What follows belongs to an exercise in optimizing a design on an open flow for small area; a production flow would make more cautious choices.
Where RTL was checked, it was by simulation tests only, not by an equivalence proof against the original.
Power and IR drop assume default switching activity.

==> wip/fjord: inputs <==
## pueo_uram_readout_buffer
module pueo_uram_readout_buffer #(
  parameter int DEPTH     = 16,
  parameter int MARGIN    = pueo_uram_pkg::URAM_READ_MARGIN,
  parameter int FRAME_LEN = 1024,
  parameter int NBIT      = 12
) (
  input  logic                                  memclk,
  input  logic                                  memclk_rst_i,
  input  logic [NBIT*pueo_uram_pkg::URAM_SAMPLES_PER_WORD-1:0] in_tdata,
  input  logic                                  in_tvalid,
  output logic                                  in_tready,
  output logic [NBIT*pueo_uram_pkg::URAM_SAMPLES_PER_WORD-1:0] m_axis_tdata,
  output logic                                  m_axis_tvalid,
  input  logic                                  m_axis_tready,
  output logic                                  m_axis_tlast,
  output logic                                  overflow_o,
  output logic                                  frame_done_o
);
==> module pueo_word_select, before the edit <==
module pueo_word_select #(
  parameter int DEPTH = 15,
  parameter int WIDTH = 73
) (
  input  logic [DEPTH-1:0][WIDTH-1:0] i_ring,
  input  logic [DEPTH-1:0]            i_rsel,   
  input  logic                        i_hold,
  input  logic [WIDTH-1:0]            i_cur,
  output logic [WIDTH-1:0]            o_word
);
  always_comb begin
    o_word = i_hold ? i_cur : '0;
    for (int i = 0; i < DEPTH; i++)
      o_word = o_word | (i_rsel[i] ? i_ring[i] : '0);
  end
endmodule
==> module pueo_uram_readout_buffer, before the edit <==
module pueo_uram_readout_buffer #(
  parameter int DEPTH     = 16,
  parameter int MARGIN    = pueo_uram_pkg::URAM_READ_MARGIN,
  parameter int FRAME_LEN = 1024,
  parameter int NBIT      = 12
) (
  input  logic                                  memclk,
  input  logic                                  memclk_rst_i,
  input  logic [NBIT*pueo_uram_pkg::URAM_SAMPLES_PER_WORD-1:0] in_tdata,
  input  logic                                  in_tvalid,
  output logic                                  in_tready,
  output logic [NBIT*pueo_uram_pkg::URAM_SAMPLES_PER_WORD-1:0] m_axis_tdata,
  output logic                                  m_axis_tvalid,
  input  logic                                  m_axis_tready,
  output logic                                  m_axis_tlast,
  output logic                                  overflow_o,
  output logic                                  frame_done_o
);
  localparam int WW = NBIT * pueo_uram_pkg::URAM_SAMPLES_PER_WORD;
  localparam int QD = DEPTH - 1;
  localparam int QW = $clog2(DEPTH);
  localparam int FW = $clog2(FRAME_LEN);
  logic [QD-1:0][WW:0] r_ring;   
  logic [WW:0]   r_tdata;        
  logic          r_tvalid;
  logic [QW-1:0] r_qcnt;
  logic [QW-1:0] r_wpos;
  logic [QW-1:0] r_wpos_n;       
  logic [QW-1:0] r_rpos;
  logic          r_in_tready;
  logic          r_overflow;
  logic          r_frame_done;
  logic [FW-1:0] r_frame_cnt;
  logic          w_pop, w_push, w_load, w_full, w_tvalid_next;
  logic [QW-1:0] w_qcnt_next, w_wpos_next;
  logic [QD-1:0] w_we, w_we_n, w_rsel;
  logic [QD-1:0][WW:0] w_ring_next;
  logic [WW:0]   w_rdata;
  assign w_pop         = r_tvalid && m_axis_tready;
  assign w_full        = r_tvalid && (r_qcnt == QW'(QD));
  assign w_push        = in_tvalid && (!w_full || w_pop);
  assign w_load        = (!r_tvalid || m_axis_tready) && (r_qcnt != '0);
  assign w_tvalid_next = (r_tvalid && !m_axis_tready) || (r_qcnt != '0);
  assign w_qcnt_next   = r_qcnt + QW'(w_push) - QW'(w_load);
  function automatic logic [QW-1:0] ring_step(input logic [QW-1:0] pos, input logic extra);
    logic [QW:0] sum;
    sum = {1'b0, pos} + (QW+1)'(1) + (QW+1)'(extra);
    ring_step = (sum >= (QW+1)'(QD)) ? QW'(sum - (QW+1)'(QD)) : QW'(sum);
  endfunction
  assign w_wpos_next = ring_step(r_wpos, w_push);
  always_comb begin
    for (int i = 0; i < QD; i++) begin
      w_we[i]   = w_push && (r_wpos == QW'(i));
      w_we_n[i] = !w_push || (r_wpos_n != ~QW'(i));
      w_rsel[i] = w_load && (r_rpos == QW'(i));
    end
  end
  pueo_sync_fifo #(
    .DEPTH (QD),
    .WIDTH (WW)
  ) u_ring_next (
    .i_ring      (r_ring),
    .i_we        (w_we),
    .i_we_n      (w_we_n),
    .i_wdata     (in_tdata),
    .o_ring_next (w_ring_next)
  );
  pueo_word_select #(
    .DEPTH (QD),
    .WIDTH (WW + 1)
  ) u_select (
    .i_ring (r_ring),
    .i_rsel (w_rsel),
    .i_hold (!w_load),
    .i_cur  (r_tdata),
    .o_word (w_rdata)
  );
  always_ff @(posedge memclk) begin
    r_ring  <= w_ring_next;
    r_tdata <= w_rdata;
  end
  always_ff @(posedge memclk) begin
    if (memclk_rst_i) begin
      r_tvalid     <= 1'b0;
      r_qcnt       <= '0;
      r_wpos       <= '0;
      r_wpos_n     <= '1;
      r_rpos       <= QW'(QD - 1);
      r_in_tready  <= 1'b1;
      r_overflow   <= 1'b0;
      r_frame_done <= 1'b0;
      r_frame_cnt  <= '0;
    end else begin
      r_tvalid     <= w_tvalid_next;
      r_qcnt       <= w_qcnt_next;
      r_wpos       <= w_wpos_next;
      r_wpos_n     <= ~w_wpos_next;
      r_rpos       <= ring_step(r_rpos, w_load);
      r_in_tready  <= (int'(w_tvalid_next) + int'(w_qcnt_next)) <= DEPTH - MARGIN - 1;
      r_frame_done <= w_pop && m_axis_tlast;
      if (in_tvalid && !w_push) r_overflow <= 1'b1;
      if (w_pop) r_frame_cnt <= r_frame_cnt + FW'(1);
    end
  end
  assign in_tready     = r_in_tready;
  assign m_axis_tdata  = r_tdata[WW-1:0] ^ {WW{r_tdata[WW]}};
  assign m_axis_tvalid = r_tvalid;
  assign m_axis_tlast  = r_tvalid && (r_frame_cnt == FW'(FRAME_LEN - 1));
  assign overflow_o    = r_overflow;
  assign frame_done_o  = r_frame_done;
endmodule
clock: 5.0 ns
lec_check: 0
cap_margin: 20
core_margin: 2
core_utilization: 40
slew_margin: 20
synth_hierarchical: 1
run.sh (not shown) runs the stock make flow with config.mk's settings and CLKGATE_MAP_FILE= SYNTH_SCRIPT=/design/flow/synth_recipe.tcl, a recipe that flattens the netlist after the stock synthesis.
==> inputs of wip/tundra, as changes to wip/fjord <==
--- a/flow/design.v
+++ b/flow/design.v
@@ -21,4 +21,43 @@
   end
 endmodule
+module pueo_sel3_n #(
+  parameter int N     = 3,
+  parameter int WIDTH = 73
+) (
+  input  logic [N-1:0]            i_sel,
+  input  logic [N-1:0][WIDTH-1:0] i_d,
+  output logic [WIDTH-1:0]        o_n
+);
+  always_comb begin
+    o_n = '0;
+    for (int k = 0; k < N; k++) o_n = o_n | (i_sel[k] ? i_d[k] : '0);
+    o_n = ~o_n;
+  end
+endmodule
+module pueo_and_n #(
+  parameter int N     = 3,
+  parameter int WIDTH = 73
+) (
+  input  logic [N-1:0][WIDTH-1:0] i_d,
+  output logic [WIDTH-1:0]        o_and
+);
+  always_comb begin
+    o_and = '1;
+    for (int k = 0; k < N; k++) o_and = o_and & i_d[k];
+  end
+endmodule
+module pueo_sel_join #(
+  parameter int WIDTH = 73
+) (
+  input  logic [5:0][WIDTH-1:0] i_n,
+  output logic [WIDTH-1:0]      o_word
+);
+  logic [WIDTH-1:0] w_and3;
+  pueo_and_n #(.N(3), .WIDTH(WIDTH)) u_and3 (
+    .i_d   ({i_n[2], i_n[1], i_n[0]}),
+    .o_and (w_and3)
+  );
+  assign o_word = ~(w_and3 & i_n[3] & i_n[4] & i_n[5]);
+endmodule
 module pueo_word_select #(
   parameter int DEPTH = 15,
@@ -31,9 +70,23 @@
   output logic [WIDTH-1:0]            o_word
 );
-  always_comb begin
-    o_word = i_hold ? i_cur : '0;
-    for (int i = 0; i < DEPTH; i++)
-      o_word = o_word | (i_rsel[i] ? i_ring[i] : '0);
-  end
+  localparam int NG = (DEPTH + 2) / 3;
+  logic [NG:0][WIDTH-1:0] w_part_n;
+  for (genvar g = 0; g < NG; g++) begin : g_part
+    localparam int N = (DEPTH - 3*g < 3) ? DEPTH - 3*g : 3;
+    pueo_sel3_n #(.N(N), .WIDTH(WIDTH)) u_sel (
+      .i_sel (i_rsel[3*g +: N]),
+      .i_d   (i_ring[3*g +: N]),
+      .o_n   (w_part_n[g])
+    );
+  end
+  pueo_sel3_n #(.N(1), .WIDTH(WIDTH)) u_hold (
+    .i_sel (i_hold),
+    .i_d   (i_cur),
+    .o_n   (w_part_n[NG])
+  );
+  pueo_sel_join #(.WIDTH(WIDTH)) u_join (
+    .i_n    (w_part_n),
+    .o_word (o_word)
+  );
 endmodule
 module pueo_uram_readout_buffer #(
@@ -90,5 +143,5 @@
     for (int i = 0; i < QD; i++) begin
       w_we[i]   = w_push && (r_wpos == QW'(i));
-      w_we_n[i] = !w_push || (r_wpos_n != ~QW'(i));
+      w_we_n[i] = !w_push || (~r_wpos_n != QW'(i));
       w_rsel[i] = w_load && (r_rpos == QW'(i));
     end
==> flow/flow/run.sh (new file) <==
#!/bin/bash
# Layout: the standard ORFS flow (standard.sh, with its standard synthesis),
# with two changes passed as ORFS variables:
#  - each port gets a sky130_fd_sc_hd__buf_1 buffer (buffer_ports -buffer_cell)
#    instead of the default port buffer cell;
#  - clock tree synthesis clusters sinks as config.mk's CTS settings do, and
#    inserts no dummy loads.
# make's full output goes to make.log; each ORFS step keeps its own log under orfs/logs/.
set -euo pipefail
CTS="-sink_clustering_enable -repair_clock_nets -sink_clustering_size 16 -sink_clustering_max_diameter 60 -buf_list sky130_fd_sc_hd__clkbuf_8 -dont_use_dummy_load"
bash standard.sh \
  "BUFFER_PORTS_ARGS=-buffer_cell sky130_fd_sc_hd__buf_1" \
  "CTS_ARGS=$CTS" \
  finish > make.log 2>&1
==> flow/standard.sh (new file) <==
#!/bin/bash
# synth_recipe.tcl (not shown) runs the flow's synth.tcl, then flattens the netlist and writes it again
# the make line also repeats each setting of config.mk as NAME=value (left out here)
make -C /OpenROAD-flow-scripts/flow DESIGN_CONFIG=/design/flow/config.mk WORK_HOME=/design/flow/orfs CLKGATE_MAP_FILE= SYNTH_SCRIPT=/design/flow/synth_recipe.tcl "${@:-finish}"
--- a/flow/config.mk
+++ b/flow/config.mk
@@ -9,4 +9,7 @@
 export CORE_MARGIN = 2
 export CORE_UTILIZATION = 40
+export CTS_BUF_LIST = sky130_fd_sc_hd__clkbuf_8
+export CTS_CLUSTER_DIAMETER = 60
+export CTS_CLUSTER_SIZE = 16
 export SLEW_MARGIN = 20
 export SYNTH_HIERARCHICAL = 1
removed: flow/run.sh
==> inputs of wip/violet, as changes to wip/fjord <==
--- a/flow/config.mk
+++ b/flow/config.mk
@@ -9,4 +9,5 @@
 export CORE_MARGIN = 2
 export CORE_UTILIZATION = 40
+export CTS_BUF_LIST = sky130_fd_sc_hd__clkbuf_4
 export SLEW_MARGIN = 20
 export SYNTH_HIERARCHICAL = 1
==> notes <==
Critical path depth is the same in wip/tundra and wip/fjord. Routed wire length: wip/tundra < wip/fjord < wip/violet. The highest final area belongs to wip/fjord, the lowest to wip/tundra. In sequential cell count, wip/fjord and wip/tundra do not differ. Between wip/fjord and wip/tundra, the lower core utilization is in wip/tundra (gap 4.0 points). Between wip/fjord and wip/tundra, the lower die area is in wip/tundra (gap about 1.5%, measured against wip/tundra). Between wip/fjord and wip/tundra, the lower final cell count is in wip/tundra (gap about 5%, measured against wip/tundra). Via count, highest first: wip/violet, wip/fjord, wip/tundra. Register-to-register slack: wip/fjord > wip/violet > wip/tundra.
==> figures <==
                                                                    wip/violet   wip/tundra    wip/fjord
Result of the run                                     timing/DRC/antenna clean  timing/DRC/antenna clean  timing/DRC/antenna clean
Met3 wirelength from detailed routing                                 20400 um     18700 um     18900 um
Power in the clock group                                               8.41 mW      4.69 mW      9.09 mW
Hold path start                                                    r_ring[312]  r_ring[212]   r_ring[67]
Initial standard-cell utilization of the core                            0.404        0.404        0.404
Post-synthesis instance area                                       42500 sq um  41800 sq um  42500 sq um
Sequential Power Share                                                   0.513        0.598        0.503
Met2 demand-to-capacity share in global routing                          0.443        0.401        0.438
Worst-Skew Late Latency                                                1.17 ns      0.78 ns      0.72 ns
Number of standard cells in the final layout excluding fillers            5445         4882         5124
Global-route track usage on met3                                        0.0793       0.0644       0.0662
R2R Path End                                                       r_in_tready    r_rpos[0]  r_in_tready
Power spent charging and discharging nets                              11.6 mW      10.4 mW      11.4 mW
Placement Cell Area                                                43500 sq um  41300 sq um  43500 sq um
Die height                                                              330 um       327 um       330 um
Core utilization of the finished layout                                  0.450        0.411        0.451
Fraction of synthesized cell area taken by the top area cell type        0.564        0.573        0.564
CTS Buf Count                                                              317           93          115
Total Nets Final                                                          3926         3587         3724
Only the layout flow was run in wip/fjord and wip/violet; the RTL was not checked for function there.

[static timing again, ports no longer ideal]
No port has a modelled driver above. Below, the same layouts with a new extraction and two added sets of constraints.
Step 1 (the two cells are an assumption about what drives the block):
set clk [get_ports {memclk}]
set_driving_cell -lib_cell sky130_fd_sc_hd__clkbuf_16 $clk
set_driving_cell -lib_cell sky130_fd_sc_hd__buf_2 [delete_from_list [all_inputs] $clk]
Step 2 also shifts input and output timing later by t, the mid clock arrival at the registers, as if the neighbouring blocks saw the same clock.
Slacks: ideal ports / drivers / drivers and shift; pairs: ideal ports / drivers.
run	t, ns	setup WS [ns]	hold WS [ns]	slew at the worst register clock pin (ns)
wip/fjord	0.772	1.029 / 0.960 / 0.522	0.423 / 0.423 / 0.423	0.07 / 0.07
wip/tundra	0.799	1.265 / 1.195 / 0.971	0.324 / 0.324 / 0.324	0.11 / 0.11
wip/violet	1.181	0.560 / 0.494 / 0.485	0.368 / 0.368 / 0.368	0.08 / 0.08
After both steps every run listed still meets setup and hold. The setup slack of wip/fjord, which loses most, moves by -0.069 ns with the drivers and by -0.507 ns with both steps.
